What follows belongs to an exercise in optimizing a design on an open flow for small area, a short achievable clock period and few clock cycles per item; a production flow would make more cautious choices.
The RTL was checked by simulation tests, not by an equivalence proof against the original design.

==> flow/design.v, too long to show whole: its modules and the start of the top module <==
// module qlane0: 190 lines
// module qlane1: 198 lines
// module qlane2: 219 lines
// module qlane3: 222 lines
// module qlane4: 217 lines
// module qlane5: 204 lines
// module qlane6: 203 lines
// module qlane7: 187 lines
// module block_quantizer: 111 lines
module block_quantizer (
	input  logic        clk,
	input  logic        arst_n,
	input  logic [95:0] in_row,
	input  logic        in_valid,
	output logic        in_ready,
	output logic [96:0] out_beat,
	output logic        out_valid,
	input  logic        out_ready
);
  // ...
==> flow/flow/run.sh <==
#!/bin/bash
# The standard layout (standard synthesis included), with two changes:
#  - after synthesis, flow/polarity.py removes inverters around full adders
#    (full adders are self-dual, so inverting all three inputs inverts both
#    outputs); flip-flops and the function are unchanged;
#  - ORFS's repair_timing is asked to leave extra setup slack, so that the
#    achieved period shrinks. The SDC is the standard flow's.
set -e
cd "$(dirname "$0")/.."
W=$PWD
R=$W/orfs/results/sky130hd/block_quantizer/base
echo "export SETUP_SLACK_MARGIN = 17.8" >> config.mk
bash standard.sh $R/1_2_yosys.v > synth.log 2>&1
cp $R/1_2_yosys.v $W/1_2_yosys.standard.v
python3 flow/polarity.py $W/1_2_yosys.standard.v $R/1_2_yosys.v > polarity.log 2>&1
bash standard.sh > standard.log 2>&1
==> flow/flow/polarity.py <==
#!/usr/bin/env python3
"""Removes inverters around full adders in a Yosys gate netlist.

A full adder is self-dual: FA(~a, ~b, ~c) = (~sum, ~cout). Where a full
adder's inputs come through inverters, it is cheaper to feed it the
uninverted nets and take its outputs as inverted. This pass flips full
adders greedily while that removes more inverters than it adds. The
function of the netlist and its flip-flops are unchanged.

usage: polarity.py IN.v OUT.v
"""
import re, sys
src = open(sys.argv[1]).read()
cell_re = re.compile(r"  (sky130_fd_sc_hd__\w+) (\\\S+ |\S+) \(\n(.*?)\n  \);\n", re.S)
pin_re = re.compile(r'\.(\w+)\((.*?)\)(?:,|$)', re.M)
OUTS = {'X', 'Y', 'Q', 'Q_N', 'SUM', 'COUT', 'HI', 'LO'}
m = re.search(r'^module (\w+)\((.*?)\);', src, re.M | re.S)
ports = set(p.strip() for p in m.group(2).split(','))
first = cell_re.search(src)
head = src[:first.start()]
tail_idx = src.rfind('endmodule')
cells = {}
order = []
for cm in cell_re.finditer(src):
    typ, name, body = cm.group(1), cm.group(2), cm.group(3)
    pins = []
    for line in body.split('\n'):
        pm = re.match(r'\s*\.(\w+)\((.*)\),?\s*$', line)
        pins.append((pm.group(1), pm.group(2)))
    cells[name] = {'type': typ, 'pins': dict(pins), 'order': [p for p, _ in pins]}
    order.append(name)
# sanity: every cell parsed, nothing but whitespace between cells
assert len(order) == len(re.findall(r'^  sky130_fd_sc_hd__', src, re.M)), "unparsed cells"
assert cell_re.sub('', src[first.start():tail_idx]).strip() == '', "text between cells"
def is_port_net(n):
    base = n.strip().lstrip('\\').split('[')[0].strip()
    return base in ports
drv = {}
loads = {}
def add_pin(c, p, n):
    if p in OUTS:
        drv[n] = (c, p)
    else:
        loads.setdefault(n, set()).add((c, p))
def rm_pin(c, p, n):
    if p in OUTS:
        if drv.get(n) == (c, p): del drv[n]
    else:
        loads.get(n, set()).discard((c, p))
for c in order:
    for p, n in cells[c]['pins'].items():
        add_pin(c, p, n)
def is_inv(c):
    return c in cells and re.match(r'sky130_fd_sc_hd__(clk)?inv_\d+$', cells[c]['type'])
def setpin(c, p, n):
    old = cells[c]['pins'][p]
    rm_pin(c, p, old)
    cells[c]['pins'][p] = n
    add_pin(c, p, n)
newid = [0]
def newnet():
    newid[0] += 1
    return f"_pol{newid[0]}_"
newnets = []
def inv_of(n):
    """an existing inverter driven by n, if any"""
    for (c, p) in loads.get(n, ()):
        if is_inv(c):
            return cells[c]['pins']['Y']
    return None
def add_inv(a, y):
    newid[0] += 1
    name = f"_polinv{newid[0]}_"
    cells[name] = {'type': 'sky130_fd_sc_hd__inv_1', 'pins': {'A': a, 'Y': y}, 'order': ['A', 'Y']}
    order.append(name)
    add_pin(name, 'A', a); add_pin(name, 'Y', y)
    return name
def remove_cell(c):
    for p, n in cells[c]['pins'].items():
        rm_pin(c, p, n)
    del cells[c]
def gain(f):
    g = 0
    pins = cells[f]['pins']
    for p in ('A', 'B', 'CIN'):
        n = pins[p]
        d = drv.get(n)
        if d and is_inv(d[0]) and not is_port_net(n):
            # bypass; the inverter goes if f was its only load
            if len(loads.get(n, ())) == 1:
                g += 1
        else:
            if inv_of(n) is None:
                g -= 1
    for p in ('SUM', 'COUT'):
        n = pins[p]
        ls = loads.get(n, set())
        if is_port_net(n):
            g -= 1
            continue
        invs = [c for c, _ in ls if is_inv(c) and not is_port_net(cells[c]['pins']['Y'])]
        others = len(ls) - len(invs)
        g += len(invs)
        if others:
            g -= 1
    return g
def flip(f):
    pins = cells[f]['pins']
    for p in ('A', 'B', 'CIN'):
        n = pins[p]
        d = drv.get(n)
        if d and is_inv(d[0]) and not is_port_net(n):
            src_n = cells[d[0]]['pins']['A']
            setpin(f, p, src_n)
            if not loads.get(n):
                remove_cell(d[0])
        else:
            y = inv_of(n)
            if y is None:
                y = newnet(); newnets.append(y)
                add_inv(n, y)
            setpin(f, p, y)
    for p in ('SUM', 'COUT'):
        n = pins[p]
        nn = newnet(); newnets.append(nn)
        setpin(f, p, nn)          # f now drives ~n on nn
        ls = list(loads.get(n, set()))
        invs = [c for c, _ in ls if is_inv(c) and not is_port_net(cells[c]['pins']['Y'])]
        for ic in invs:
            y = cells[ic]['pins']['Y']
            for (lc, lp) in list(loads.get(y, set())):
                setpin(lc, lp, nn)
            remove_cell(ic)
        if loads.get(n) or is_port_net(n):
            add_inv(nn, n)
before = sum(1 for c in cells if is_inv(c))
for it in range(20):
    changed = 0
    for f in [c for c in order if c in cells and re.match(r'sky130_fd_sc_hd__fa_\d+$', cells[c]['type'])]:
        if gain(f) > 0:
            flip(f); changed += 1
    if not changed:
        break
after = sum(1 for c in cells if is_inv(c))
# drop inverters with no loads (not driving ports)
out = [head]
for n in newnets:
    out.append(f"  wire {n};\n")
for c in order:
    if c not in cells: continue
    cc = cells[c]
    body = ",\n".join(f"    .{p}({cc['pins'][p]})" for p in cc['order'])
    out.append(f"  {cc['type']} {c} (\n{body}\n  );\n")
out.append(src[tail_idx:])
open(sys.argv[2], 'w').write("".join(out))
print(f"inverters {before} -> {after}", file=sys.stderr)
==> flow/standard.sh <==
#!/bin/bash
# synth_recipe.tcl (not shown) runs the flow's synth.tcl, then flattens the netlist and writes it again
# the make line also repeats each setting of config.mk as NAME=value (left out here)
make -C /OpenROAD-flow-scripts/flow DESIGN_CONFIG=/design/flow/config.mk WORK_HOME=/design/flow/orfs CLKGATE_MAP_FILE= SYNTH_SCRIPT=/design/flow/synth_recipe.tcl "${@:-finish}"
==> flow/config.mk <==
export PLATFORM = sky130hd
export DESIGN_NAME = block_quantizer
export DESIGN_NICKNAME = block_quantizer
export VERILOG_FILES = /design/flow/design.v
export SDC_FILE = /design/flow/constraint.sdc
export NUM_CORES = 4
export LEC_CHECK = 0
export ABC_AREA = 1
export CAP_MARGIN = 20
export CORE_MARGIN = 2
export CORE_UTILIZATION = 60
export SLEW_MARGIN = 20
export SETUP_SLACK_MARGIN = 17.8
==> flow/constraint.sdc <==
create_clock -name core_clock -period 24.0 [get_ports {clk}]
set_input_delay 4.8000 -clock core_clock [delete_from_list [all_inputs] [get_ports {clk}]]
set_output_delay 4.8000 -clock core_clock [all_outputs]
set_load 0.01 [all_outputs]
==> impl_metrics.env, run 1 <==
export IMPL_status="no timing/DRC/antenna violations"
export IMPL_sh_seq_area=0.201
export IMPL_yosysWarnings=1
export IMPL_crit_path_frequent_cell="buf_6"
export IMPL_cts_setup_buffers=18
export IMPL_cts_resized_gates=168
export IMPL_syn_area_per_cell_um2=8.24
export IMPL_core_area_mm2=0.0539
export IMPL_path_buf_inv=3
export IMPL_wirelength_um=101000
export IMPL_fillers=4627
export IMPL_final_cell_mix="nand2_1 (993), inv_1 (527), fa_1 (480)"
export IMPL_setup_violations_final=0
export IMPL_synthCells=3980
export IMPL_grt_busiest_layer="met2"
export IMPL_rsz0062_at_grt="true"
export IMPL_r2r_start="r0[0]$_DFFE_PN_"
export IMPL_gp_congestion=1.04
export IMPL_layout_commonest_cell="nand2_1"
export IMPL_maxSlewViolCount=0
export IMPL_met3_usage=0.0855
export IMPL_die_y_um=238
export IMPL_period_share=0.267
export IMPL_endpoint="out_beat[72]"
export IMPL_largest_reg_flops=96
export IMPL_nFlopsAndLatches=245
export IMPL_top_layer_used="met5"
export IMPL_crit_required_ns=19.20
export IMPL_track_usage=0.362
export IMPL_start_util=0.608
export IMPL_skew_ns=0.0142
export IMPL_cts_sinks=245
export IMPL_buffers=260
export IMPL_hp_start="v0$_DFFE_PN0N_"
Testbench counts, summed over its fixed seeds: cycles 8,208, rows 8,192.
==> run 2: changes to the inputs <==
--- a/flow/design.v
+++ b/flow/design.v
@@ -197,7 +197,101 @@
 	wire l0_124 = a[24] & (x[10] & p14);
 	wire [26:0] ra = {a[26], l0_124, l0_122, l0_120, l0_118, l0_116, l0_114, l0_112, l0_110, l0_108, l0_106, l0_104, l0_102, l0_100, l0_98, l0_96, l0_95, 1'b0, 1'b0, 1'b0, 1'b0, 1'b0, 1'b0, 1'b0, 1'b0, 1'b0, 1'b0};
 	wire [26:0] rb = {1'b0, a[25], l0_123, l0_121, l0_119, l0_117, l0_115, l0_113, l0_111, l0_109, l0_107, l0_105, l0_103, l0_101, l0_99, l0_97, l0_69, 1'b0, 1'b0, 1'b0, 1'b0, 1'b0, 1'b0, 1'b0, 1'b0, 1'b0, 1'b0};
-	wire [26:0] t = ra + rb;
+	wire [26:0] s_g = ra & rb;
+	wire [26:0] s_p = ra ^ rb;
+	wire s_G1 = s_g[1] | (s_p[1] & s_g[0]);
+	wire s_G2 = s_g[3] | (s_p[3] & s_g[2]);
+	wire s_P2 = s_p[3] & s_p[2];
+	wire s_G3 = s_g[5] | (s_p[5] & s_g[4]);
+	wire s_P3 = s_p[5] & s_p[4];
+	wire s_G4 = s_g[7] | (s_p[7] & s_g[6]);
+	wire s_P4 = s_p[7] & s_p[6];
+	wire s_G5 = s_g[9] | (s_p[9] & s_g[8]);
+	wire s_P5 = s_p[9] & s_p[8];
+	wire s_G6 = s_g[11] | (s_p[11] & s_g[10]);
+	wire s_P6 = s_p[11] & s_p[10];
+	wire s_G7 = s_g[13] | (s_p[13] & s_g[12]);
+	wire s_P7 = s_p[13] & s_p[12];
+	wire s_G8 = s_g[15] | (s_p[15] & s_g[14]);
+	wire s_P8 = s_p[15] & s_p[14];
+	wire s_G9 = s_g[17] | (s_p[17] & s_g[16]);
+	wire s_P9 = s_p[17] & s_p[16];
+	wire s_G10 = s_g[19] | (s_p[19] & s_g[18]);
+	wire s_P10 = s_p[19] & s_p[18];
+	wire s_G11 = s_g[21] | (s_p[21] & s_g[20]);
+	wire s_P11 = s_p[21] & s_p[20];
+	wire s_G12 = s_g[23] | (s_p[23] & s_g[22]);
+	wire s_P12 = s_p[23] & s_p[22];
+	wire s_G13 = s_g[25] | (s_p[25] & s_g[24]);
+	wire s_P13 = s_p[25] & s_p[24];
+	wire s_G14 = s_G2 | (s_P2 & s_G1);
+	wire s_G15 = s_G4 | (s_P4 & s_G3);
+	wire s_P15 = s_P4 & s_P3;
+	wire s_G16 = s_G6 | (s_P6 & s_G5);
+	wire s_P16 = s_P6 & s_P5;
+	wire s_G17 = s_G8 | (s_P8 & s_G7);
+	wire s_P17 = s_P8 & s_P7;
+	wire s_G18 = s_G10 | (s_P10 & s_G9);
+	wire s_P18 = s_P10 & s_P9;
+	wire s_G19 = s_G12 | (s_P12 & s_G11);
+	wire s_P19 = s_P12 & s_P11;
+	wire s_G20 = s_G15 | (s_P15 & s_G14);
+	wire s_G21 = s_G17 | (s_P17 & s_G16);
+	wire s_P21 = s_P17 & s_P16;
+	wire s_G22 = s_G19 | (s_P19 & s_G18);
+	wire s_P22 = s_P19 & s_P18;
+	wire s_G23 = s_G21 | (s_P21 & s_G20);
+	wire s_G24 = s_G22 | (s_P22 & s_G23);
+	wire s_G25 = s_G16 | (s_P16 & s_G20);
+	wire s_G26 = s_G18 | (s_P18 & s_G23);
+	wire s_G27 = s_G3 | (s_P3 & s_G14);
+	wire s_G28 = s_G5 | (s_P5 & s_G20);
+	wire s_G29 = s_G7 | (s_P7 & s_G25);
+	wire s_G30 = s_G9 | (s_P9 & s_G23);
+	wire s_G31 = s_G11 | (s_P11 & s_G26);
+	wire s_G32 = s_G13 | (s_P13 & s_G24);
+	wire s_G33 = s_g[2] | (s_p[2] & s_G1);
+	wire s_G34 = s_g[4] | (s_p[4] & s_G14);
+	wire s_G35 = s_g[6] | (s_p[6] & s_G27);
+	wire s_G36 = s_g[8] | (s_p[8] & s_G20);
+	wire s_G37 = s_g[10] | (s_p[10] & s_G28);
+	wire s_G38 = s_g[12] | (s_p[12] & s_G25);
+	wire s_G39 = s_g[14] | (s_p[14] & s_G29);
+	wire s_G40 = s_g[16] | (s_p[16] & s_G23);
+	wire s_G41 = s_g[18] | (s_p[18] & s_G30);
+	wire s_G42 = s_g[20] | (s_p[20] & s_G26);
+	wire s_G43 = s_g[22] | (s_p[22] & s_G31);
+	wire s_G44 = s_g[24] | (s_p[24] & s_G24);
+	wire s_G45 = s_g[26] | (s_p[26] & s_G32);
+	wire [26:0] s_t;
+	assign s_t[0] = 1'b0;
+	assign s_t[1] = 1'b0;
+	assign s_t[2] = 1'b0;
+	assign s_t[3] = 1'b0;
+	assign s_t[4] = 1'b0;
+	assign s_t[5] = 1'b0;
+	assign s_t[6] = 1'b0;
+	assign s_t[7] = 1'b0;
+	assign s_t[8] = 1'b0;
+	assign s_t[9] = 1'b0;
+	assign s_t[10] = 1'b0;
+	assign s_t[11] = 1'b0;
+	assign s_t[12] = 1'b0;
+	assign s_t[13] = 1'b0;
+	assign s_t[14] = 1'b0;
+	assign s_t[15] = 1'b0;
+	assign s_t[16] = 1'b0;
+	assign s_t[17] = 1'b0;
+	assign s_t[18] = (s_p[18] ^ s_G30);
+	assign s_t[19] = (s_p[19] ^ s_G41);
+	assign s_t[20] = (s_p[20] ^ s_G26);
+	assign s_t[21] = (s_p[21] ^ s_G42);
+	assign s_t[22] = (s_p[22] ^ s_G31);
+	assign s_t[23] = (s_p[23] ^ s_G43);
+	assign s_t[24] = (s_p[24] ^ s_G24);
+	assign s_t[25] = (s_p[25] ^ s_G44);
+	assign s_t[26] = (s_p[26] ^ s_G32);
+	wire [26:0] t = s_t;
 	assign q = t[26:18];
 endmodule
 module qlane1 (input logic [2:0] r, input logic [11:0] x, output logic [8:0] q);
@@ -395,7 +489,101 @@
 	wire l1_132 = a[24] & (x[10] & p14);
 	wire [26:0] ra = {a[26], l1_132, l1_130, l1_128, l1_126, l1_124, l1_122, l1_120, l1_118, l1_116, l1_114, l1_112, l1_110, l1_108, l1_106, l1_104, l1_103, 1'b0, 1'b0, 1'b0, 1'b0, 1'b0, 1'b0, 1'b0, 1'b0, 1'b0, 1'b0};
 	wire [26:0] rb = {1'b0, a[25], l1_131, l1_129, l1_127, l1_125, l1_123, l1_121, l1_119, l1_117, l1_115, l1_113, l1_111, l1_109, l1_107, l1_105, l1_77, 1'b0, 1'b0, 1'b0, 1'b0, 1'b0, 1'b0, 1'b0, 1'b0, 1'b0, 1'b0};
-	wire [26:0] t = ra + rb;
+	wire [26:0] s_g = ra & rb;
+	wire [26:0] s_p = ra ^ rb;
+	wire s_G1 = s_g[1] | (s_p[1] & s_g[0]);
+	wire s_G2 = s_g[3] | (s_p[3] & s_g[2]);
+	wire s_P2 = s_p[3] & s_p[2];
+	wire s_G3 = s_g[5] | (s_p[5] & s_g[4]);
+	wire s_P3 = s_p[5] & s_p[4];
+	wire s_G4 = s_g[7] | (s_p[7] & s_g[6]);
+	wire s_P4 = s_p[7] & s_p[6];
+	wire s_G5 = s_g[9] | (s_p[9] & s_g[8]);
+	wire s_P5 = s_p[9] & s_p[8];
+	wire s_G6 = s_g[11] | (s_p[11] & s_g[10]);
+	wire s_P6 = s_p[11] & s_p[10];
+	wire s_G7 = s_g[13] | (s_p[13] & s_g[12]);
+	wire s_P7 = s_p[13] & s_p[12];
+	wire s_G8 = s_g[15] | (s_p[15] & s_g[14]);
+	wire s_P8 = s_p[15] & s_p[14];
+	wire s_G9 = s_g[17] | (s_p[17] & s_g[16]);
+	wire s_P9 = s_p[17] & s_p[16];
+	wire s_G10 = s_g[19] | (s_p[19] & s_g[18]);
+	wire s_P10 = s_p[19] & s_p[18];
+	wire s_G11 = s_g[21] | (s_p[21] & s_g[20]);
+	wire s_P11 = s_p[21] & s_p[20];
+	wire s_G12 = s_g[23] | (s_p[23] & s_g[22]);
+	wire s_P12 = s_p[23] & s_p[22];
+	wire s_G13 = s_g[25] | (s_p[25] & s_g[24]);
+	wire s_P13 = s_p[25] & s_p[24];
+	wire s_G14 = s_G2 | (s_P2 & s_G1);
+	wire s_G15 = s_G4 | (s_P4 & s_G3);
+	wire s_P15 = s_P4 & s_P3;
+	wire s_G16 = s_G6 | (s_P6 & s_G5);
+	wire s_P16 = s_P6 & s_P5;
+	wire s_G17 = s_G8 | (s_P8 & s_G7);
+	wire s_P17 = s_P8 & s_P7;
+	wire s_G18 = s_G10 | (s_P10 & s_G9);
+	wire s_P18 = s_P10 & s_P9;
+	wire s_G19 = s_G12 | (s_P12 & s_G11);
+	wire s_P19 = s_P12 & s_P11;
+	wire s_G20 = s_G15 | (s_P15 & s_G14);
+	wire s_G21 = s_G17 | (s_P17 & s_G16);
+	wire s_P21 = s_P17 & s_P16;
+	wire s_G22 = s_G19 | (s_P19 & s_G18);
+	wire s_P22 = s_P19 & s_P18;
+	wire s_G23 = s_G21 | (s_P21 & s_G20);
+	wire s_G24 = s_G22 | (s_P22 & s_G23);
+	wire s_G25 = s_G16 | (s_P16 & s_G20);
+	wire s_G26 = s_G18 | (s_P18 & s_G23);
+	wire s_G27 = s_G3 | (s_P3 & s_G14);
+	wire s_G28 = s_G5 | (s_P5 & s_G20);
+	wire s_G29 = s_G7 | (s_P7 & s_G25);
+	wire s_G30 = s_G9 | (s_P9 & s_G23);
+	wire s_G31 = s_G11 | (s_P11 & s_G26);
+	wire s_G32 = s_G13 | (s_P13 & s_G24);
+	wire s_G33 = s_g[2] | (s_p[2] & s_G1);
+	wire s_G34 = s_g[4] | (s_p[4] & s_G14);
+	wire s_G35 = s_g[6] | (s_p[6] & s_G27);
+	wire s_G36 = s_g[8] | (s_p[8] & s_G20);
+	wire s_G37 = s_g[10] | (s_p[10] & s_G28);
+	wire s_G38 = s_g[12] | (s_p[12] & s_G25);
+	wire s_G39 = s_g[14] | (s_p[14] & s_G29);
+	wire s_G40 = s_g[16] | (s_p[16] & s_G23);
+	wire s_G41 = s_g[18] | (s_p[18] & s_G30);
+	wire s_G42 = s_g[20] | (s_p[20] & s_G26);
+	wire s_G43 = s_g[22] | (s_p[22] & s_G31);
+	wire s_G44 = s_g[24] | (s_p[24] & s_G24);
+	wire s_G45 = s_g[26] | (s_p[26] & s_G32);
+	wire [26:0] s_t;
+	assign s_t[0] = 1'b0;
+	assign s_t[1] = 1'b0;
+	assign s_t[2] = 1'b0;
+	assign s_t[3] = 1'b0;
+	assign s_t[4] = 1'b0;
+	assign s_t[5] = 1'b0;
+	assign s_t[6] = 1'b0;
+	assign s_t[7] = 1'b0;
+	assign s_t[8] = 1'b0;
+	assign s_t[9] = 1'b0;
+	assign s_t[10] = 1'b0;
+	assign s_t[11] = 1'b0;
+	assign s_t[12] = 1'b0;
+	assign s_t[13] = 1'b0;
+	assign s_t[14] = 1'b0;
+	assign s_t[15] = 1'b0;
+	assign s_t[16] = 1'b0;
+	assign s_t[17] = 1'b0;
+	assign s_t[18] = (s_p[18] ^ s_G30);
+	assign s_t[19] = (s_p[19] ^ s_G41);
+	assign s_t[20] = (s_p[20] ^ s_G26);
+	assign s_t[21] = (s_p[21] ^ s_G42);
+	assign s_t[22] = (s_p[22] ^ s_G31);
+	assign s_t[23] = (s_p[23] ^ s_G43);
+	assign s_t[24] = (s_p[24] ^ s_G24);
+	assign s_t[25] = (s_p[25] ^ s_G44);
+	assign s_t[26] = (s_p[26] ^ s_G32);
+	wire [26:0] t = s_t;
 	assign q = t[26:18];
 endmodule
 module qlane2 (input logic [2:0] r, input logic [11:0] x, output logic [8:0] q);
@@ -614,7 +802,99 @@
 	wire l2_154 = (a[23] & (x[10] & p13)) | (a[23] & l2_122) | ((x[10] & p13) & l2_122);
 	wire [25:0] ra = {a[25], l2_154, l2_152, l2_150, l2_148, l2_146, l2_144, l2_142, l2_140, l2_138, l2_136, l2_134, l2_132, l2_130, l2_128, l2_126, l2_124, l2_123, 1'b0, 1'b0, 1'b0, 1'b0, 1'b0, 1'b0, 1'b0, 1'b0};
 	wire [25:0] rb = {1'b0, a[24], l2_153, l2_151, l2_149, l2_147, l2_145, l2_143, l2_141, l2_139, l2_137, l2_135, l2_133, l2_131, l2_129, l2_127, l2_125, l2_93, 1'b0, 1'b0, 1'b0, 1'b0, 1'b0, 1'b0, 1'b0, 1'b0};
-	wire [25:0] t = ra + rb;
+	wire [25:0] s_g = ra & rb;
+	wire [25:0] s_p = ra ^ rb;
+	wire s_G1 = s_g[1] | (s_p[1] & s_g[0]);
+	wire s_G2 = s_g[3] | (s_p[3] & s_g[2]);
+	wire s_P2 = s_p[3] & s_p[2];
+	wire s_G3 = s_g[5] | (s_p[5] & s_g[4]);
+	wire s_P3 = s_p[5] & s_p[4];
+	wire s_G4 = s_g[7] | (s_p[7] & s_g[6]);
+	wire s_P4 = s_p[7] & s_p[6];
+	wire s_G5 = s_g[9] | (s_p[9] & s_g[8]);
+	wire s_P5 = s_p[9] & s_p[8];
+	wire s_G6 = s_g[11] | (s_p[11] & s_g[10]);
+	wire s_P6 = s_p[11] & s_p[10];
+	wire s_G7 = s_g[13] | (s_p[13] & s_g[12]);
+	wire s_P7 = s_p[13] & s_p[12];
+	wire s_G8 = s_g[15] | (s_p[15] & s_g[14]);
+	wire s_P8 = s_p[15] & s_p[14];
+	wire s_G9 = s_g[17] | (s_p[17] & s_g[16]);
+	wire s_P9 = s_p[17] & s_p[16];
+	wire s_G10 = s_g[19] | (s_p[19] & s_g[18]);
+	wire s_P10 = s_p[19] & s_p[18];
+	wire s_G11 = s_g[21] | (s_p[21] & s_g[20]);
+	wire s_P11 = s_p[21] & s_p[20];
+	wire s_G12 = s_g[23] | (s_p[23] & s_g[22]);
+	wire s_P12 = s_p[23] & s_p[22];
+	wire s_G13 = s_g[25] | (s_p[25] & s_g[24]);
+	wire s_P13 = s_p[25] & s_p[24];
+	wire s_G14 = s_G2 | (s_P2 & s_G1);
+	wire s_G15 = s_G4 | (s_P4 & s_G3);
+	wire s_P15 = s_P4 & s_P3;
+	wire s_G16 = s_G6 | (s_P6 & s_G5);
+	wire s_P16 = s_P6 & s_P5;
+	wire s_G17 = s_G8 | (s_P8 & s_G7);
+	wire s_P17 = s_P8 & s_P7;
+	wire s_G18 = s_G10 | (s_P10 & s_G9);
+	wire s_P18 = s_P10 & s_P9;
+	wire s_G19 = s_G12 | (s_P12 & s_G11);
+	wire s_P19 = s_P12 & s_P11;
+	wire s_G20 = s_G15 | (s_P15 & s_G14);
+	wire s_G21 = s_G17 | (s_P17 & s_G16);
+	wire s_P21 = s_P17 & s_P16;
+	wire s_G22 = s_G19 | (s_P19 & s_G18);
+	wire s_P22 = s_P19 & s_P18;
+	wire s_G23 = s_G21 | (s_P21 & s_G20);
+	wire s_G24 = s_G22 | (s_P22 & s_G23);
+	wire s_G25 = s_G16 | (s_P16 & s_G20);
+	wire s_G26 = s_G18 | (s_P18 & s_G23);
+	wire s_G27 = s_G3 | (s_P3 & s_G14);
+	wire s_G28 = s_G5 | (s_P5 & s_G20);
+	wire s_G29 = s_G7 | (s_P7 & s_G25);
+	wire s_G30 = s_G9 | (s_P9 & s_G23);
+	wire s_G31 = s_G11 | (s_P11 & s_G26);
+	wire s_G32 = s_G13 | (s_P13 & s_G24);
+	wire s_G33 = s_g[2] | (s_p[2] & s_G1);
+	wire s_G34 = s_g[4] | (s_p[4] & s_G14);
+	wire s_G35 = s_g[6] | (s_p[6] & s_G27);
+	wire s_G36 = s_g[8] | (s_p[8] & s_G20);
+	wire s_G37 = s_g[10] | (s_p[10] & s_G28);
+	wire s_G38 = s_g[12] | (s_p[12] & s_G25);
+	wire s_G39 = s_g[14] | (s_p[14] & s_G29);
+	wire s_G40 = s_g[16] | (s_p[16] & s_G23);
+	wire s_G41 = s_g[18] | (s_p[18] & s_G30);
+	wire s_G42 = s_g[20] | (s_p[20] & s_G26);
+	wire s_G43 = s_g[22] | (s_p[22] & s_G31);
+	wire s_G44 = s_g[24] | (s_p[24] & s_G24);
+	wire [25:0] s_t;
+	assign s_t[0] = 1'b0;
+	assign s_t[1] = 1'b0;
+	assign s_t[2] = 1'b0;
+	assign s_t[3] = 1'b0;
+	assign s_t[4] = 1'b0;
+	assign s_t[5] = 1'b0;
+	assign s_t[6] = 1'b0;
+	assign s_t[7] = 1'b0;
+	assign s_t[8] = 1'b0;
+	assign s_t[9] = 1'b0;
+	assign s_t[10] = 1'b0;
+	assign s_t[11] = 1'b0;
+	assign s_t[12] = 1'b0;
+	assign s_t[13] = 1'b0;
+	assign s_t[14] = 1'b0;
+	assign s_t[15] = 1'b0;
+	assign s_t[16] = 1'b0;
+	assign s_t[17] = (s_p[17] ^ s_G40);
+	assign s_t[18] = (s_p[18] ^ s_G30);
+	assign s_t[19] = (s_p[19] ^ s_G41);
+	assign s_t[20] = (s_p[20] ^ s_G26);
+	assign s_t[21] = (s_p[21] ^ s_G42);
+	assign s_t[22] = (s_p[22] ^ s_G31);
+	assign s_t[23] = (s_p[23] ^ s_G43);
+	assign s_t[24] = (s_p[24] ^ s_G24);
+	assign s_t[25] = (s_p[25] ^ s_G44);
+	wire [25:0] t = s_t;
 	assign q = t[25:17];
 endmodule
 module qlane3 (input logic [2:0] r, input logic [11:0] x, output logic [8:0] q);
@@ -836,7 +1116,101 @@
 	wire l3_152 = a[24] & (x[10] & p14);
 	wire [26:0] ra = {a[26], l3_152, l3_150, l3_148, l3_146, l3_144, l3_142, l3_140, l3_138, l3_136, l3_134, l3_132, l3_130, l3_128, l3_126, l3_124, l3_122, l3_121, 1'b0, 1'b0, 1'b0, 1'b0, 1'b0, 1'b0, 1'b0, 1'b0, 1'b0};
 	wire [26:0] rb = {1'b0, a[25], l3_151, l3_149, l3_147, l3_145, l3_143, l3_141, l3_139, l3_137, l3_135, l3_133, l3_131, l3_129, l3_127, l3_125, l3_123, l3_93, 1'b0, 1'b0, 1'b0, 1'b0, 1'b0, 1'b0, 1'b0, 1'b0, 1'b0};
-	wire [26:0] t = ra + rb;
+	wire [26:0] s_g = ra & rb;
+	wire [26:0] s_p = ra ^ rb;
+	wire s_G1 = s_g[1] | (s_p[1] & s_g[0]);
+	wire s_G2 = s_g[3] | (s_p[3] & s_g[2]);
+	wire s_P2 = s_p[3] & s_p[2];
+	wire s_G3 = s_g[5] | (s_p[5] & s_g[4]);
+	wire s_P3 = s_p[5] & s_p[4];
+	wire s_G4 = s_g[7] | (s_p[7] & s_g[6]);
+	wire s_P4 = s_p[7] & s_p[6];
+	wire s_G5 = s_g[9] | (s_p[9] & s_g[8]);
+	wire s_P5 = s_p[9] & s_p[8];
+	wire s_G6 = s_g[11] | (s_p[11] & s_g[10]);
+	wire s_P6 = s_p[11] & s_p[10];
+	wire s_G7 = s_g[13] | (s_p[13] & s_g[12]);
+	wire s_P7 = s_p[13] & s_p[12];
+	wire s_G8 = s_g[15] | (s_p[15] & s_g[14]);
+	wire s_P8 = s_p[15] & s_p[14];
+	wire s_G9 = s_g[17] | (s_p[17] & s_g[16]);
+	wire s_P9 = s_p[17] & s_p[16];
+	wire s_G10 = s_g[19] | (s_p[19] & s_g[18]);
+	wire s_P10 = s_p[19] & s_p[18];
+	wire s_G11 = s_g[21] | (s_p[21] & s_g[20]);
+	wire s_P11 = s_p[21] & s_p[20];
+	wire s_G12 = s_g[23] | (s_p[23] & s_g[22]);
+	wire s_P12 = s_p[23] & s_p[22];
+	wire s_G13 = s_g[25] | (s_p[25] & s_g[24]);
+	wire s_P13 = s_p[25] & s_p[24];
+	wire s_G14 = s_G2 | (s_P2 & s_G1);
+	wire s_G15 = s_G4 | (s_P4 & s_G3);
+	wire s_P15 = s_P4 & s_P3;
+	wire s_G16 = s_G6 | (s_P6 & s_G5);
+	wire s_P16 = s_P6 & s_P5;
+	wire s_G17 = s_G8 | (s_P8 & s_G7);
+	wire s_P17 = s_P8 & s_P7;
+	wire s_G18 = s_G10 | (s_P10 & s_G9);
+	wire s_P18 = s_P10 & s_P9;
+	wire s_G19 = s_G12 | (s_P12 & s_G11);
+	wire s_P19 = s_P12 & s_P11;
+	wire s_G20 = s_G15 | (s_P15 & s_G14);
+	wire s_G21 = s_G17 | (s_P17 & s_G16);
+	wire s_P21 = s_P17 & s_P16;
+	wire s_G22 = s_G19 | (s_P19 & s_G18);
+	wire s_P22 = s_P19 & s_P18;
+	wire s_G23 = s_G21 | (s_P21 & s_G20);
+	wire s_G24 = s_G22 | (s_P22 & s_G23);
+	wire s_G25 = s_G16 | (s_P16 & s_G20);
+	wire s_G26 = s_G18 | (s_P18 & s_G23);
+	wire s_G27 = s_G3 | (s_P3 & s_G14);
+	wire s_G28 = s_G5 | (s_P5 & s_G20);
+	wire s_G29 = s_G7 | (s_P7 & s_G25);
+	wire s_G30 = s_G9 | (s_P9 & s_G23);
+	wire s_G31 = s_G11 | (s_P11 & s_G26);
+	wire s_G32 = s_G13 | (s_P13 & s_G24);
+	wire s_G33 = s_g[2] | (s_p[2] & s_G1);
+	wire s_G34 = s_g[4] | (s_p[4] & s_G14);
+	wire s_G35 = s_g[6] | (s_p[6] & s_G27);
+	wire s_G36 = s_g[8] | (s_p[8] & s_G20);
+	wire s_G37 = s_g[10] | (s_p[10] & s_G28);
+	wire s_G38 = s_g[12] | (s_p[12] & s_G25);
+	wire s_G39 = s_g[14] | (s_p[14] & s_G29);
+	wire s_G40 = s_g[16] | (s_p[16] & s_G23);
+	wire s_G41 = s_g[18] | (s_p[18] & s_G30);
+	wire s_G42 = s_g[20] | (s_p[20] & s_G26);
+	wire s_G43 = s_g[22] | (s_p[22] & s_G31);
+	wire s_G44 = s_g[24] | (s_p[24] & s_G24);
+	wire s_G45 = s_g[26] | (s_p[26] & s_G32);
+	wire [26:0] s_t;
+	assign s_t[0] = 1'b0;
+	assign s_t[1] = 1'b0;
+	assign s_t[2] = 1'b0;
+	assign s_t[3] = 1'b0;
+	assign s_t[4] = 1'b0;
+	assign s_t[5] = 1'b0;
+	assign s_t[6] = 1'b0;
+	assign s_t[7] = 1'b0;
+	assign s_t[8] = 1'b0;
+	assign s_t[9] = 1'b0;
+	assign s_t[10] = 1'b0;
+	assign s_t[11] = 1'b0;
+	assign s_t[12] = 1'b0;
+	assign s_t[13] = 1'b0;
+	assign s_t[14] = 1'b0;
+	assign s_t[15] = 1'b0;
+	assign s_t[16] = 1'b0;
+	assign s_t[17] = 1'b0;
+	assign s_t[18] = (s_p[18] ^ s_G30);
+	assign s_t[19] = (s_p[19] ^ s_G41);
+	assign s_t[20] = (s_p[20] ^ s_G26);
+	assign s_t[21] = (s_p[21] ^ s_G42);
+	assign s_t[22] = (s_p[22] ^ s_G31);
+	assign s_t[23] = (s_p[23] ^ s_G43);
+	assign s_t[24] = (s_p[24] ^ s_G24);
+	assign s_t[25] = (s_p[25] ^ s_G44);
+	assign s_t[26] = (s_p[26] ^ s_G32);
+	wire [26:0] t = s_t;
 	assign q = t[26:18];
 endmodule
 module qlane4 (input logic [2:0] r, input logic [11:0] x, output logic [8:0] q);
@@ -1053,7 +1427,107 @@
 	wire l4_144 = a[24] & (x[10] & p14);
 	wire [27:0] ra = {a[27], a[26], l4_144, l4_142, l4_140, l4_138, l4_136, l4_134, l4_132, l4_130, l4_128, l4_126, l4_124, l4_122, l4_120, l4_118, l4_116, l4_115, 1'b0, 1'b0, 1'b0, 1'b0, 1'b0, 1'b0, 1'b0, 1'b0, 1'b0, 1'b0};
 	wire [27:0] rb = {1'b0, 1'b0, a[25], l4_143, l4_141, l4_139, l4_137, l4_135, l4_133, l4_131, l4_129, l4_127, l4_125, l4_123, l4_121, l4_119, l4_117, l4_89, 1'b0, 1'b0, 1'b0, 1'b0, 1'b0, 1'b0, 1'b0, 1'b0, 1'b0, 1'b0};
-	wire [27:0] t = ra + rb;
+	wire [27:0] s_g = ra & rb;
+	wire [27:0] s_p = ra ^ rb;
+	wire s_G1 = s_g[1] | (s_p[1] & s_g[0]);
+	wire s_G2 = s_g[3] | (s_p[3] & s_g[2]);
+	wire s_P2 = s_p[3] & s_p[2];
+	wire s_G3 = s_g[5] | (s_p[5] & s_g[4]);
+	wire s_P3 = s_p[5] & s_p[4];
+	wire s_G4 = s_g[7] | (s_p[7] & s_g[6]);
+	wire s_P4 = s_p[7] & s_p[6];
+	wire s_G5 = s_g[9] | (s_p[9] & s_g[8]);
+	wire s_P5 = s_p[9] & s_p[8];
+	wire s_G6 = s_g[11] | (s_p[11] & s_g[10]);
+	wire s_P6 = s_p[11] & s_p[10];
+	wire s_G7 = s_g[13] | (s_p[13] & s_g[12]);
+	wire s_P7 = s_p[13] & s_p[12];
+	wire s_G8 = s_g[15] | (s_p[15] & s_g[14]);
+	wire s_P8 = s_p[15] & s_p[14];
+	wire s_G9 = s_g[17] | (s_p[17] & s_g[16]);
+	wire s_P9 = s_p[17] & s_p[16];
+	wire s_G10 = s_g[19] | (s_p[19] & s_g[18]);
+	wire s_P10 = s_p[19] & s_p[18];
+	wire s_G11 = s_g[21] | (s_p[21] & s_g[20]);
+	wire s_P11 = s_p[21] & s_p[20];
+	wire s_G12 = s_g[23] | (s_p[23] & s_g[22]);
+	wire s_P12 = s_p[23] & s_p[22];
+	wire s_G13 = s_g[25] | (s_p[25] & s_g[24]);
+	wire s_P13 = s_p[25] & s_p[24];
+	wire s_G14 = s_g[27] | (s_p[27] & s_g[26]);
+	wire s_P14 = s_p[27] & s_p[26];
+	wire s_G15 = s_G2 | (s_P2 & s_G1);
+	wire s_G16 = s_G4 | (s_P4 & s_G3);
+	wire s_P16 = s_P4 & s_P3;
+	wire s_G17 = s_G6 | (s_P6 & s_G5);
+	wire s_P17 = s_P6 & s_P5;
+	wire s_G18 = s_G8 | (s_P8 & s_G7);
+	wire s_P18 = s_P8 & s_P7;
+	wire s_G19 = s_G10 | (s_P10 & s_G9);
+	wire s_P19 = s_P10 & s_P9;
+	wire s_G20 = s_G12 | (s_P12 & s_G11);
+	wire s_P20 = s_P12 & s_P11;
+	wire s_G21 = s_G14 | (s_P14 & s_G13);
+	wire s_P21 = s_P14 & s_P13;
+	wire s_G22 = s_G16 | (s_P16 & s_G15);
+	wire s_G23 = s_G18 | (s_P18 & s_G17);
+	wire s_P23 = s_P18 & s_P17;
+	wire s_G24 = s_G20 | (s_P20 & s_G19);
+	wire s_P24 = s_P20 & s_P19;
+	wire s_G25 = s_G23 | (s_P23 & s_G22);
+	wire s_G26 = s_G24 | (s_P24 & s_G25);
+	wire s_G27 = s_G17 | (s_P17 & s_G22);
+	wire s_G28 = s_G19 | (s_P19 & s_G25);
+	wire s_G29 = s_G21 | (s_P21 & s_G26);
+	wire s_G30 = s_G3 | (s_P3 & s_G15);
+	wire s_G31 = s_G5 | (s_P5 & s_G22);
+	wire s_G32 = s_G7 | (s_P7 & s_G27);
+	wire s_G33 = s_G9 | (s_P9 & s_G25);
+	wire s_G34 = s_G11 | (s_P11 & s_G28);
+	wire s_G35 = s_G13 | (s_P13 & s_G26);
+	wire s_G36 = s_g[2] | (s_p[2] & s_G1);
+	wire s_G37 = s_g[4] | (s_p[4] & s_G15);
+	wire s_G38 = s_g[6] | (s_p[6] & s_G30);
+	wire s_G39 = s_g[8] | (s_p[8] & s_G22);
+	wire s_G40 = s_g[10] | (s_p[10] & s_G31);
+	wire s_G41 = s_g[12] | (s_p[12] & s_G27);
+	wire s_G42 = s_g[14] | (s_p[14] & s_G32);
+	wire s_G43 = s_g[16] | (s_p[16] & s_G25);
+	wire s_G44 = s_g[18] | (s_p[18] & s_G33);
+	wire s_G45 = s_g[20] | (s_p[20] & s_G28);
+	wire s_G46 = s_g[22] | (s_p[22] & s_G34);
+	wire s_G47 = s_g[24] | (s_p[24] & s_G26);
+	wire s_G48 = s_g[26] | (s_p[26] & s_G35);
+	wire [27:0] s_t;
+	assign s_t[0] = 1'b0;
+	assign s_t[1] = 1'b0;
+	assign s_t[2] = 1'b0;
+	assign s_t[3] = 1'b0;
+	assign s_t[4] = 1'b0;
+	assign s_t[5] = 1'b0;
+	assign s_t[6] = 1'b0;
+	assign s_t[7] = 1'b0;
+	assign s_t[8] = 1'b0;
+	assign s_t[9] = 1'b0;
+	assign s_t[10] = 1'b0;
+	assign s_t[11] = 1'b0;
+	assign s_t[12] = 1'b0;
+	assign s_t[13] = 1'b0;
+	assign s_t[14] = 1'b0;
+	assign s_t[15] = 1'b0;
+	assign s_t[16] = 1'b0;
+	assign s_t[17] = 1'b0;
+	assign s_t[18] = 1'b0;
+	assign s_t[19] = (s_p[19] ^ s_G44);
+	assign s_t[20] = (s_p[20] ^ s_G28);
+	assign s_t[21] = (s_p[21] ^ s_G45);
+	assign s_t[22] = (s_p[22] ^ s_G34);
+	assign s_t[23] = (s_p[23] ^ s_G46);
+	assign s_t[24] = (s_p[24] ^ s_G26);
+	assign s_t[25] = (s_p[25] ^ s_G47);
+	assign s_t[26] = (s_p[26] ^ s_G35);
+	assign s_t[27] = (s_p[27] ^ s_G48);
+	wire [27:0] t = s_t;
 	assign q = t[27:19];
 endmodule
 module qlane5 (input logic [2:0] r, input logic [11:0] x, output logic [8:0] q);
@@ -1257,7 +1731,101 @@
 	wire l5_138 = (a[22] & (x[10] & p12)) | (a[22] & l5_110) | ((x[10] & p12) & l5_110);
 	wire [26:0] ra = {a[26], a[25], a[24], l5_138, l5_136, l5_134, l5_132, l5_130, l5_128, l5_126, l5_124, l5_122, l5_120, l5_118, l5_116, l5_114, l5_112, l5_111, 1'b0, 1'b0, 1'b0, 1'b0, 1'b0, 1'b0, 1'b0, 1'b0, 1'b0};
 	wire [26:0] rb = {1'b0, 1'b0, 1'b0, a[23], l5_137, l5_135, l5_133, l5_131, l5_129, l5_127, l5_125, l5_123, l5_121, l5_119, l5_117, l5_115, l5_113, l5_85, 1'b0, 1'b0, 1'b0, 1'b0, 1'b0, 1'b0, 1'b0, 1'b0, 1'b0};
-	wire [26:0] t = ra + rb;
+	wire [26:0] s_g = ra & rb;
+	wire [26:0] s_p = ra ^ rb;
+	wire s_G1 = s_g[1] | (s_p[1] & s_g[0]);
+	wire s_G2 = s_g[3] | (s_p[3] & s_g[2]);
+	wire s_P2 = s_p[3] & s_p[2];
+	wire s_G3 = s_g[5] | (s_p[5] & s_g[4]);
+	wire s_P3 = s_p[5] & s_p[4];
+	wire s_G4 = s_g[7] | (s_p[7] & s_g[6]);
+	wire s_P4 = s_p[7] & s_p[6];
+	wire s_G5 = s_g[9] | (s_p[9] & s_g[8]);
+	wire s_P5 = s_p[9] & s_p[8];
+	wire s_G6 = s_g[11] | (s_p[11] & s_g[10]);
+	wire s_P6 = s_p[11] & s_p[10];
+	wire s_G7 = s_g[13] | (s_p[13] & s_g[12]);
+	wire s_P7 = s_p[13] & s_p[12];
+	wire s_G8 = s_g[15] | (s_p[15] & s_g[14]);
+	wire s_P8 = s_p[15] & s_p[14];
+	wire s_G9 = s_g[17] | (s_p[17] & s_g[16]);
+	wire s_P9 = s_p[17] & s_p[16];
+	wire s_G10 = s_g[19] | (s_p[19] & s_g[18]);
+	wire s_P10 = s_p[19] & s_p[18];
+	wire s_G11 = s_g[21] | (s_p[21] & s_g[20]);
+	wire s_P11 = s_p[21] & s_p[20];
+	wire s_G12 = s_g[23] | (s_p[23] & s_g[22]);
+	wire s_P12 = s_p[23] & s_p[22];
+	wire s_G13 = s_g[25] | (s_p[25] & s_g[24]);
+	wire s_P13 = s_p[25] & s_p[24];
+	wire s_G14 = s_G2 | (s_P2 & s_G1);
+	wire s_G15 = s_G4 | (s_P4 & s_G3);
+	wire s_P15 = s_P4 & s_P3;
+	wire s_G16 = s_G6 | (s_P6 & s_G5);
+	wire s_P16 = s_P6 & s_P5;
+	wire s_G17 = s_G8 | (s_P8 & s_G7);
+	wire s_P17 = s_P8 & s_P7;
+	wire s_G18 = s_G10 | (s_P10 & s_G9);
+	wire s_P18 = s_P10 & s_P9;
+	wire s_G19 = s_G12 | (s_P12 & s_G11);
+	wire s_P19 = s_P12 & s_P11;
+	wire s_G20 = s_G15 | (s_P15 & s_G14);
+	wire s_G21 = s_G17 | (s_P17 & s_G16);
+	wire s_P21 = s_P17 & s_P16;
+	wire s_G22 = s_G19 | (s_P19 & s_G18);
+	wire s_P22 = s_P19 & s_P18;
+	wire s_G23 = s_G21 | (s_P21 & s_G20);
+	wire s_G24 = s_G22 | (s_P22 & s_G23);
+	wire s_G25 = s_G16 | (s_P16 & s_G20);
+	wire s_G26 = s_G18 | (s_P18 & s_G23);
+	wire s_G27 = s_G3 | (s_P3 & s_G14);
+	wire s_G28 = s_G5 | (s_P5 & s_G20);
+	wire s_G29 = s_G7 | (s_P7 & s_G25);
+	wire s_G30 = s_G9 | (s_P9 & s_G23);
+	wire s_G31 = s_G11 | (s_P11 & s_G26);
+	wire s_G32 = s_G13 | (s_P13 & s_G24);
+	wire s_G33 = s_g[2] | (s_p[2] & s_G1);
+	wire s_G34 = s_g[4] | (s_p[4] & s_G14);
+	wire s_G35 = s_g[6] | (s_p[6] & s_G27);
+	wire s_G36 = s_g[8] | (s_p[8] & s_G20);
+	wire s_G37 = s_g[10] | (s_p[10] & s_G28);
+	wire s_G38 = s_g[12] | (s_p[12] & s_G25);
+	wire s_G39 = s_g[14] | (s_p[14] & s_G29);
+	wire s_G40 = s_g[16] | (s_p[16] & s_G23);
+	wire s_G41 = s_g[18] | (s_p[18] & s_G30);
+	wire s_G42 = s_g[20] | (s_p[20] & s_G26);
+	wire s_G43 = s_g[22] | (s_p[22] & s_G31);
+	wire s_G44 = s_g[24] | (s_p[24] & s_G24);
+	wire s_G45 = s_g[26] | (s_p[26] & s_G32);
+	wire [26:0] s_t;
+	assign s_t[0] = 1'b0;
+	assign s_t[1] = 1'b0;
+	assign s_t[2] = 1'b0;
+	assign s_t[3] = 1'b0;
+	assign s_t[4] = 1'b0;
+	assign s_t[5] = 1'b0;
+	assign s_t[6] = 1'b0;
+	assign s_t[7] = 1'b0;
+	assign s_t[8] = 1'b0;
+	assign s_t[9] = 1'b0;
+	assign s_t[10] = 1'b0;
+	assign s_t[11] = 1'b0;
+	assign s_t[12] = 1'b0;
+	assign s_t[13] = 1'b0;
+	assign s_t[14] = 1'b0;
+	assign s_t[15] = 1'b0;
+	assign s_t[16] = 1'b0;
+	assign s_t[17] = 1'b0;
+	assign s_t[18] = (s_p[18] ^ s_G30);
+	assign s_t[19] = (s_p[19] ^ s_G41);
+	assign s_t[20] = (s_p[20] ^ s_G26);
+	assign s_t[21] = (s_p[21] ^ s_G42);
+	assign s_t[22] = (s_p[22] ^ s_G31);
+	assign s_t[23] = (s_p[23] ^ s_G43);
+	assign s_t[24] = (s_p[24] ^ s_G24);
+	assign s_t[25] = (s_p[25] ^ s_G44);
+	assign s_t[26] = (s_p[26] ^ s_G32);
+	wire [26:0] t = s_t;
 	assign q = t[26:18];
 endmodule
 module qlane6 (input logic [2:0] r, input logic [11:0] x, output logic [8:0] q);
@@ -1460,7 +2028,107 @@
 	wire l6_134 = a[23] & x[10];
 	wire [27:0] ra = {a[27], a[26], a[25], l6_134, l6_132, l6_130, l6_128, l6_126, l6_124, l6_122, l6_120, l6_118, l6_116, l6_114, l6_112, l6_110, l6_108, l6_107, 1'b0, 1'b0, 1'b0, 1'b0, 1'b0, 1'b0, 1'b0, 1'b0, 1'b0, 1'b0};
 	wire [27:0] rb = {1'b0, 1'b0, 1'b0, a[24], l6_133, l6_131, l6_129, l6_127, l6_125, l6_123, l6_121, l6_119, l6_117, l6_115, l6_113, l6_111, l6_109, l6_83, 1'b0, 1'b0, 1'b0, 1'b0, 1'b0, 1'b0, 1'b0, 1'b0, 1'b0, 1'b0};
-	wire [27:0] t = ra + rb;
+	wire [27:0] s_g = ra & rb;
+	wire [27:0] s_p = ra ^ rb;
+	wire s_G1 = s_g[1] | (s_p[1] & s_g[0]);
+	wire s_G2 = s_g[3] | (s_p[3] & s_g[2]);
+	wire s_P2 = s_p[3] & s_p[2];
+	wire s_G3 = s_g[5] | (s_p[5] & s_g[4]);
+	wire s_P3 = s_p[5] & s_p[4];
+	wire s_G4 = s_g[7] | (s_p[7] & s_g[6]);
+	wire s_P4 = s_p[7] & s_p[6];
+	wire s_G5 = s_g[9] | (s_p[9] & s_g[8]);
+	wire s_P5 = s_p[9] & s_p[8];
+	wire s_G6 = s_g[11] | (s_p[11] & s_g[10]);
+	wire s_P6 = s_p[11] & s_p[10];
+	wire s_G7 = s_g[13] | (s_p[13] & s_g[12]);
+	wire s_P7 = s_p[13] & s_p[12];
+	wire s_G8 = s_g[15] | (s_p[15] & s_g[14]);
+	wire s_P8 = s_p[15] & s_p[14];
+	wire s_G9 = s_g[17] | (s_p[17] & s_g[16]);
+	wire s_P9 = s_p[17] & s_p[16];
+	wire s_G10 = s_g[19] | (s_p[19] & s_g[18]);
+	wire s_P10 = s_p[19] & s_p[18];
+	wire s_G11 = s_g[21] | (s_p[21] & s_g[20]);
+	wire s_P11 = s_p[21] & s_p[20];
+	wire s_G12 = s_g[23] | (s_p[23] & s_g[22]);
+	wire s_P12 = s_p[23] & s_p[22];
+	wire s_G13 = s_g[25] | (s_p[25] & s_g[24]);
+	wire s_P13 = s_p[25] & s_p[24];
+	wire s_G14 = s_g[27] | (s_p[27] & s_g[26]);
+	wire s_P14 = s_p[27] & s_p[26];
+	wire s_G15 = s_G2 | (s_P2 & s_G1);
+	wire s_G16 = s_G4 | (s_P4 & s_G3);
+	wire s_P16 = s_P4 & s_P3;
+	wire s_G17 = s_G6 | (s_P6 & s_G5);
+	wire s_P17 = s_P6 & s_P5;
+	wire s_G18 = s_G8 | (s_P8 & s_G7);
+	wire s_P18 = s_P8 & s_P7;
+	wire s_G19 = s_G10 | (s_P10 & s_G9);
+	wire s_P19 = s_P10 & s_P9;
+	wire s_G20 = s_G12 | (s_P12 & s_G11);
+	wire s_P20 = s_P12 & s_P11;
+	wire s_G21 = s_G14 | (s_P14 & s_G13);
+	wire s_P21 = s_P14 & s_P13;
+	wire s_G22 = s_G16 | (s_P16 & s_G15);
+	wire s_G23 = s_G18 | (s_P18 & s_G17);
+	wire s_P23 = s_P18 & s_P17;
+	wire s_G24 = s_G20 | (s_P20 & s_G19);
+	wire s_P24 = s_P20 & s_P19;
+	wire s_G25 = s_G23 | (s_P23 & s_G22);
+	wire s_G26 = s_G24 | (s_P24 & s_G25);
+	wire s_G27 = s_G17 | (s_P17 & s_G22);
+	wire s_G28 = s_G19 | (s_P19 & s_G25);
+	wire s_G29 = s_G21 | (s_P21 & s_G26);
+	wire s_G30 = s_G3 | (s_P3 & s_G15);
+	wire s_G31 = s_G5 | (s_P5 & s_G22);
+	wire s_G32 = s_G7 | (s_P7 & s_G27);
+	wire s_G33 = s_G9 | (s_P9 & s_G25);
+	wire s_G34 = s_G11 | (s_P11 & s_G28);
+	wire s_G35 = s_G13 | (s_P13 & s_G26);
+	wire s_G36 = s_g[2] | (s_p[2] & s_G1);
+	wire s_G37 = s_g[4] | (s_p[4] & s_G15);
+	wire s_G38 = s_g[6] | (s_p[6] & s_G30);
+	wire s_G39 = s_g[8] | (s_p[8] & s_G22);
+	wire s_G40 = s_g[10] | (s_p[10] & s_G31);
+	wire s_G41 = s_g[12] | (s_p[12] & s_G27);
+	wire s_G42 = s_g[14] | (s_p[14] & s_G32);
+	wire s_G43 = s_g[16] | (s_p[16] & s_G25);
+	wire s_G44 = s_g[18] | (s_p[18] & s_G33);
+	wire s_G45 = s_g[20] | (s_p[20] & s_G28);
+	wire s_G46 = s_g[22] | (s_p[22] & s_G34);
+	wire s_G47 = s_g[24] | (s_p[24] & s_G26);
+	wire s_G48 = s_g[26] | (s_p[26] & s_G35);
+	wire [27:0] s_t;
+	assign s_t[0] = 1'b0;
+	assign s_t[1] = 1'b0;
+	assign s_t[2] = 1'b0;
+	assign s_t[3] = 1'b0;
+	assign s_t[4] = 1'b0;
+	assign s_t[5] = 1'b0;
+	assign s_t[6] = 1'b0;
+	assign s_t[7] = 1'b0;
+	assign s_t[8] = 1'b0;
+	assign s_t[9] = 1'b0;
+	assign s_t[10] = 1'b0;
+	assign s_t[11] = 1'b0;
+	assign s_t[12] = 1'b0;
+	assign s_t[13] = 1'b0;
+	assign s_t[14] = 1'b0;
+	assign s_t[15] = 1'b0;
+	assign s_t[16] = 1'b0;
+	assign s_t[17] = 1'b0;
+	assign s_t[18] = 1'b0;
+	assign s_t[19] = (s_p[19] ^ s_G44);
+	assign s_t[20] = (s_p[20] ^ s_G28);
+	assign s_t[21] = (s_p[21] ^ s_G45);
+	assign s_t[22] = (s_p[22] ^ s_G34);
+	assign s_t[23] = (s_p[23] ^ s_G46);
+	assign s_t[24] = (s_p[24] ^ s_G26);
+	assign s_t[25] = (s_p[25] ^ s_G47);
+	assign s_t[26] = (s_p[26] ^ s_G35);
+	assign s_t[27] = (s_p[27] ^ s_G48);
+	wire [27:0] t = s_t;
 	assign q = t[27:19];
 endmodule
 module qlane7 (input logic [2:0] r, input logic [11:0] x, output logic [8:0] q);
@@ -1647,7 +2315,107 @@
 	wire l7_120 = a[23] & x[10];
 	wire [27:0] ra = {a[27], a[26], a[25], l7_120, l7_118, l7_116, l7_114, l7_112, l7_110, l7_108, l7_106, l7_104, l7_102, l7_100, l7_98, l7_96, l7_94, l7_93, 1'b0, 1'b0, 1'b0, 1'b0, 1'b0, 1'b0, 1'b0, 1'b0, 1'b0, 1'b0};
 	wire [27:0] rb = {1'b0, 1'b0, 1'b0, a[24], l7_119, l7_117, l7_115, l7_113, l7_111, l7_109, l7_107, l7_105, l7_103, l7_101, l7_99, l7_97, l7_95, l7_69, 1'b0, 1'b0, 1'b0, 1'b0, 1'b0, 1'b0, 1'b0, 1'b0, 1'b0, 1'b0};
-	wire [27:0] t = ra + rb;
+	wire [27:0] s_g = ra & rb;
+	wire [27:0] s_p = ra ^ rb;
+	wire s_G1 = s_g[1] | (s_p[1] & s_g[0]);
+	wire s_G2 = s_g[3] | (s_p[3] & s_g[2]);
+	wire s_P2 = s_p[3] & s_p[2];
+	wire s_G3 = s_g[5] | (s_p[5] & s_g[4]);
+	wire s_P3 = s_p[5] & s_p[4];
+	wire s_G4 = s_g[7] | (s_p[7] & s_g[6]);
+	wire s_P4 = s_p[7] & s_p[6];
+	wire s_G5 = s_g[9] | (s_p[9] & s_g[8]);
+	wire s_P5 = s_p[9] & s_p[8];
+	wire s_G6 = s_g[11] | (s_p[11] & s_g[10]);
+	wire s_P6 = s_p[11] & s_p[10];
+	wire s_G7 = s_g[13] | (s_p[13] & s_g[12]);
+	wire s_P7 = s_p[13] & s_p[12];
+	wire s_G8 = s_g[15] | (s_p[15] & s_g[14]);
+	wire s_P8 = s_p[15] & s_p[14];
+	wire s_G9 = s_g[17] | (s_p[17] & s_g[16]);
+	wire s_P9 = s_p[17] & s_p[16];
+	wire s_G10 = s_g[19] | (s_p[19] & s_g[18]);
+	wire s_P10 = s_p[19] & s_p[18];
+	wire s_G11 = s_g[21] | (s_p[21] & s_g[20]);
+	wire s_P11 = s_p[21] & s_p[20];
+	wire s_G12 = s_g[23] | (s_p[23] & s_g[22]);
+	wire s_P12 = s_p[23] & s_p[22];
+	wire s_G13 = s_g[25] | (s_p[25] & s_g[24]);
+	wire s_P13 = s_p[25] & s_p[24];
+	wire s_G14 = s_g[27] | (s_p[27] & s_g[26]);
+	wire s_P14 = s_p[27] & s_p[26];
+	wire s_G15 = s_G2 | (s_P2 & s_G1);
+	wire s_G16 = s_G4 | (s_P4 & s_G3);
+	wire s_P16 = s_P4 & s_P3;
+	wire s_G17 = s_G6 | (s_P6 & s_G5);
+	wire s_P17 = s_P6 & s_P5;
+	wire s_G18 = s_G8 | (s_P8 & s_G7);
+	wire s_P18 = s_P8 & s_P7;
+	wire s_G19 = s_G10 | (s_P10 & s_G9);
+	wire s_P19 = s_P10 & s_P9;
+	wire s_G20 = s_G12 | (s_P12 & s_G11);
+	wire s_P20 = s_P12 & s_P11;
+	wire s_G21 = s_G14 | (s_P14 & s_G13);
+	wire s_P21 = s_P14 & s_P13;
+	wire s_G22 = s_G16 | (s_P16 & s_G15);
+	wire s_G23 = s_G18 | (s_P18 & s_G17);
+	wire s_P23 = s_P18 & s_P17;
+	wire s_G24 = s_G20 | (s_P20 & s_G19);
+	wire s_P24 = s_P20 & s_P19;
+	wire s_G25 = s_G23 | (s_P23 & s_G22);
+	wire s_G26 = s_G24 | (s_P24 & s_G25);
+	wire s_G27 = s_G17 | (s_P17 & s_G22);
+	wire s_G28 = s_G19 | (s_P19 & s_G25);
+	wire s_G29 = s_G21 | (s_P21 & s_G26);
+	wire s_G30 = s_G3 | (s_P3 & s_G15);
+	wire s_G31 = s_G5 | (s_P5 & s_G22);
+	wire s_G32 = s_G7 | (s_P7 & s_G27);
+	wire s_G33 = s_G9 | (s_P9 & s_G25);
+	wire s_G34 = s_G11 | (s_P11 & s_G28);
+	wire s_G35 = s_G13 | (s_P13 & s_G26);
+	wire s_G36 = s_g[2] | (s_p[2] & s_G1);
+	wire s_G37 = s_g[4] | (s_p[4] & s_G15);
+	wire s_G38 = s_g[6] | (s_p[6] & s_G30);
+	wire s_G39 = s_g[8] | (s_p[8] & s_G22);
+	wire s_G40 = s_g[10] | (s_p[10] & s_G31);
+	wire s_G41 = s_g[12] | (s_p[12] & s_G27);
+	wire s_G42 = s_g[14] | (s_p[14] & s_G32);
+	wire s_G43 = s_g[16] | (s_p[16] & s_G25);
+	wire s_G44 = s_g[18] | (s_p[18] & s_G33);
+	wire s_G45 = s_g[20] | (s_p[20] & s_G28);
+	wire s_G46 = s_g[22] | (s_p[22] & s_G34);
+	wire s_G47 = s_g[24] | (s_p[24] & s_G26);
+	wire s_G48 = s_g[26] | (s_p[26] & s_G35);
+	wire [27:0] s_t;
+	assign s_t[0] = 1'b0;
+	assign s_t[1] = 1'b0;
+	assign s_t[2] = 1'b0;
+	assign s_t[3] = 1'b0;
+	assign s_t[4] = 1'b0;
+	assign s_t[5] = 1'b0;
+	assign s_t[6] = 1'b0;
+	assign s_t[7] = 1'b0;
+	assign s_t[8] = 1'b0;
+	assign s_t[9] = 1'b0;
+	assign s_t[10] = 1'b0;
+	assign s_t[11] = 1'b0;
+	assign s_t[12] = 1'b0;
+	assign s_t[13] = 1'b0;
+	assign s_t[14] = 1'b0;
+	assign s_t[15] = 1'b0;
+	assign s_t[16] = 1'b0;
+	assign s_t[17] = 1'b0;
+	assign s_t[18] = 1'b0;
+	assign s_t[19] = (s_p[19] ^ s_G44);
+	assign s_t[20] = (s_p[20] ^ s_G28);
+	assign s_t[21] = (s_p[21] ^ s_G45);
+	assign s_t[22] = (s_p[22] ^ s_G34);
+	assign s_t[23] = (s_p[23] ^ s_G46);
+	assign s_t[24] = (s_p[24] ^ s_G26);
+	assign s_t[25] = (s_p[25] ^ s_G47);
+	assign s_t[26] = (s_p[26] ^ s_G35);
+	assign s_t[27] = (s_p[27] ^ s_G48);
+	wire [27:0] t = s_t;
 	assign q = t[27:19];
 endmodule
 `timescale 1ns/1ps
==> impl_metrics.env, run 2 <==
export IMPL_status="no timing/DRC/antenna violations"
export IMPL_path_cells="inv_2 > buf_6"
export IMPL_slew_headroom=0.255
export IMPL_r2r_end="ob[25]$_DFFE_PP_"
export IMPL_crit_slowest_cell="edfxtp_1"
export IMPL_endpoint="out_beat[35]"
export IMPL_antenna_found_initial=3
export IMPL_cts_root_buf="clkbuf_16"
export IMPL_gp_congestion=1.02
export IMPL_htree_levels=1
export IMPL_worst_path_stages=2
export IMPL_die_y_um=229
export IMPL_final_area_mm2=0.0361
export IMPL_cp_top_family="flip-flops"
export IMPL_clk_transition_reported_paths_ns=0.08
export IMPL_maxSlewViolCount=0
export IMPL_synthCells=3342
export IMPL_wirelength_um=110000
export IMPL_fp_dieW_um=229
export IMPL_core_area_mm2=0.0500
export IMPL_port_buffers=198
export IMPL_cts_hold_buf=0
export IMPL_place_area_mm2=0.0327
export IMPL_regToRegSetupSlack_ns=17.81
export IMPL_drc_errors=0
export IMPL_track_usage=0.421
export IMPL_skew_ns=0.0519
export IMPL_clockBufferDepth=3
export IMPL_period_share=0.259
export IMPL_dp_hpwl_um=80200
export IMPL_gr_total_overflow=0
export IMPL_synth_nets=4133
export IMPL_drt_pass1_iter_count=9
export IMPL_drt_iter0_drc=3505
export IMPL_syn_to_final_growth_pct=19.0
export IMPL_drive_gt1_frac=0.122
export IMPL_worst_ep_arrival_time_ns=1.40
export IMPL_grt_pass1_vias=27200
export IMPL_ant_nets=0
export IMPL_placed_cells=4107
export IMPL_path_max_fanout=2
export IMPL_finalSetupTns_ns=0
export IMPL_syn_area_per_cell_um2=9.07
export IMPL_yosysWarnings=1
export IMPL_start_util=0.607
export IMPL_hold_class="flip-flop to flip-flop"
export IMPL_num_rows=82
export IMPL_rsz0062_at_grt="true"
export IMPL_top_regs="x0: 96 flops, ob: 65 flops, sk: 65 flops"
export IMPL_crit_path_end_kind="output port"
export IMPL_syn_area_mm2=0.0303
export IMPL_hold_viol_final=0
export IMPL_post_drt_wl_per_cell_um=25.3
export IMPL_fillers=3788
export IMPL_cap_viol_max_count=0
export IMPL_cp_startpoint="obn[2]$_DFFE_PP_"
export IMPL_stdcell_count=4330
export IMPL_worstSetupStartpointType="flip-flop"
export IMPL_worst_pin_slew_ns=1.12
export IMPL_fin_nets=4422
export IMPL_setup_violations_final=0
export IMPL_largest_reg_flops=96
export IMPL_crit_required_ns=19.20
export IMPL_ff2ff_path_depth=32
export IMPL_final_util=0.722
export IMPL_via_count=26400
export IMPL_slowest_delay_ns=0.51
export IMPL_clkLatencyLatePin_ns=0.62
export IMPL_die_area_mm2=0.0523
export IMPL_fin_crit_ns=6.20
export IMPL_grt_pass1_wl_um=164000
export IMPL_final_cell_mix="nand2_1 (762), inv_1 (496), fa_1 (494)"
export IMPL_r2r_start="r0[0]$_DFFE_PN_"
export IMPL_io_pins=199
export IMPL_numCtsBuffers=28
export IMPL_layout_commonest_cell="nand2_1"
export IMPL_critPathKind="flip-flop to output port"
export IMPL_path_buf_inv=2
export IMPL_grt_max_degree=95
export IMPL_hp_start="v0$_DFFE_PN0N_"
export IMPL_cts_tree="yes"
export IMPL_regMostFlops="x0"
export IMPL_vias_per_cell=6.10
export IMPL_max_freq_ghz=0.161
export IMPL_cts_sinks=245
==> run 2: cell count changes in the layout (fill, tap and decap cells not counted), sizes merged, moves of 19 or more <==
cell / delta
buf: +120
nand3b: -26
and2: -48
o21bai: -20
nand3: -63
nor2: -110
fa: +28
a21oi: -83
nand2: -215
nand4: -19
inv: -22
o21ai: -61
==> run 2: layout make-up <==
cell class	count	area (um^2)	area share
Multi-Input combinational cell	2413	20900	0.580
Sequential cell	245	7320	0.203
Timing Repair Buffer	390	3740	0.104
Inverter	548	2260	0.0627
Tap cell	672	841	0.0233
Clock buffer	32	737	0.0204
Clock inverter	20	189	0.00524
Timing Repair inverter	5	38.8	0.00107
Antenna cell	5	12.5	0.000347
==> run 2: what timing repair did <==
item / 4_1_cts / 5_1_grt
pin swaps: 33 / 85
endpoints found under the setup margin: 278 / 107
cloned: 13 / 4
resized for setup: 291 / 149
buffers inserted: 82 / 67
==> run 2: through the flow <==
stage	hold WS [ns]	worst slack (ns)
floorplan	0.384	17.65
global placement	0.388	16.35
detailed placement	0.412	16.08
CTS	0.419	17.70
global route	0.423	17.66
finish	0.409	17.80
==> run 2: how the worst min path moves through the flow <==
stage | depth (start not counted) | slack, ns | to
2_1_floorplan | 1 | 0.38 | e1$_DFF_PN1_
3_3_place_gp | 1 | 0.39 | e1$_DFF_PN1_
3_5_place_dp | 1 | 0.41 | e1$_DFF_PN1_
4_1_cts | 1 | 0.42 | e1$_DFF_PN1_
5_1_grt | 1 | 0.42 | e1$_DFF_PN1_
6_report | 1 | 0.41 | e1$_DFF_PN1_
==> run 2: worst register-to-register path: cells and delay by family (launching register included) <==
kind	cells	cell delay (ns)
adders and majority gates	6	2.65
and+or+nand+nor	15	1.46
buffers and inverters	8	0.96
DFF	1	0.41
AOI/OAI and AO/OA	2	0.23
xor gates and xnor gates	1	0.19
==> run 2: layer usage <==
metal / part of all wire / global-route usage
met2: 0.45 / 0.659
met1: 0.36 / 0.543
met5: 0 / 0
met4: 0.073 / 0.242
met3: 0.12 / 0.0983
Testbench counts of run 2, summed over its fixed seeds: cycles 8,208, rows 8,192.

==> separate check: timing with driven ports <==
The results above use ideal ports. As a check the final layouts listed here were re-extracted and re-timed, cells and wires unchanged. Step 1 (the two cells are an assumption about what drives the block):
set clk [get_ports {clk}]
set_driving_cell -lib_cell sky130_fd_sc_hd__clkbuf_16 $clk
set_driving_cell -lib_cell sky130_fd_sc_hd__buf_2 [delete_from_list [all_inputs] $clk]
Step 2 times the ports against the registers' clock, not the clock port: input delays grow and output delays shrink by t, the midpoint of the rising clock arrivals with the driver on. Slacks: ideal ports / drivers / drivers and shift; pairs: ideal ports / drivers.
run	t, ns	setup WS [ns]	clock arrival spread, ns	worst register clock-pin slew, ns	cell pins on the clock port's net
run 1	0.657	17.595 / 17.532 / 17.386	0.017 / 0.017	0.07 / 0.07	1
run 2	0.659	17.796 / 17.734 / 17.515	0.053 / 0.053	0.08 / 0.08	1
After both steps setup and hold are still met in every run listed. The setup slack of run 2, which loses most, moves by -0.062 ns with the drivers and by -0.281 ns with both steps.
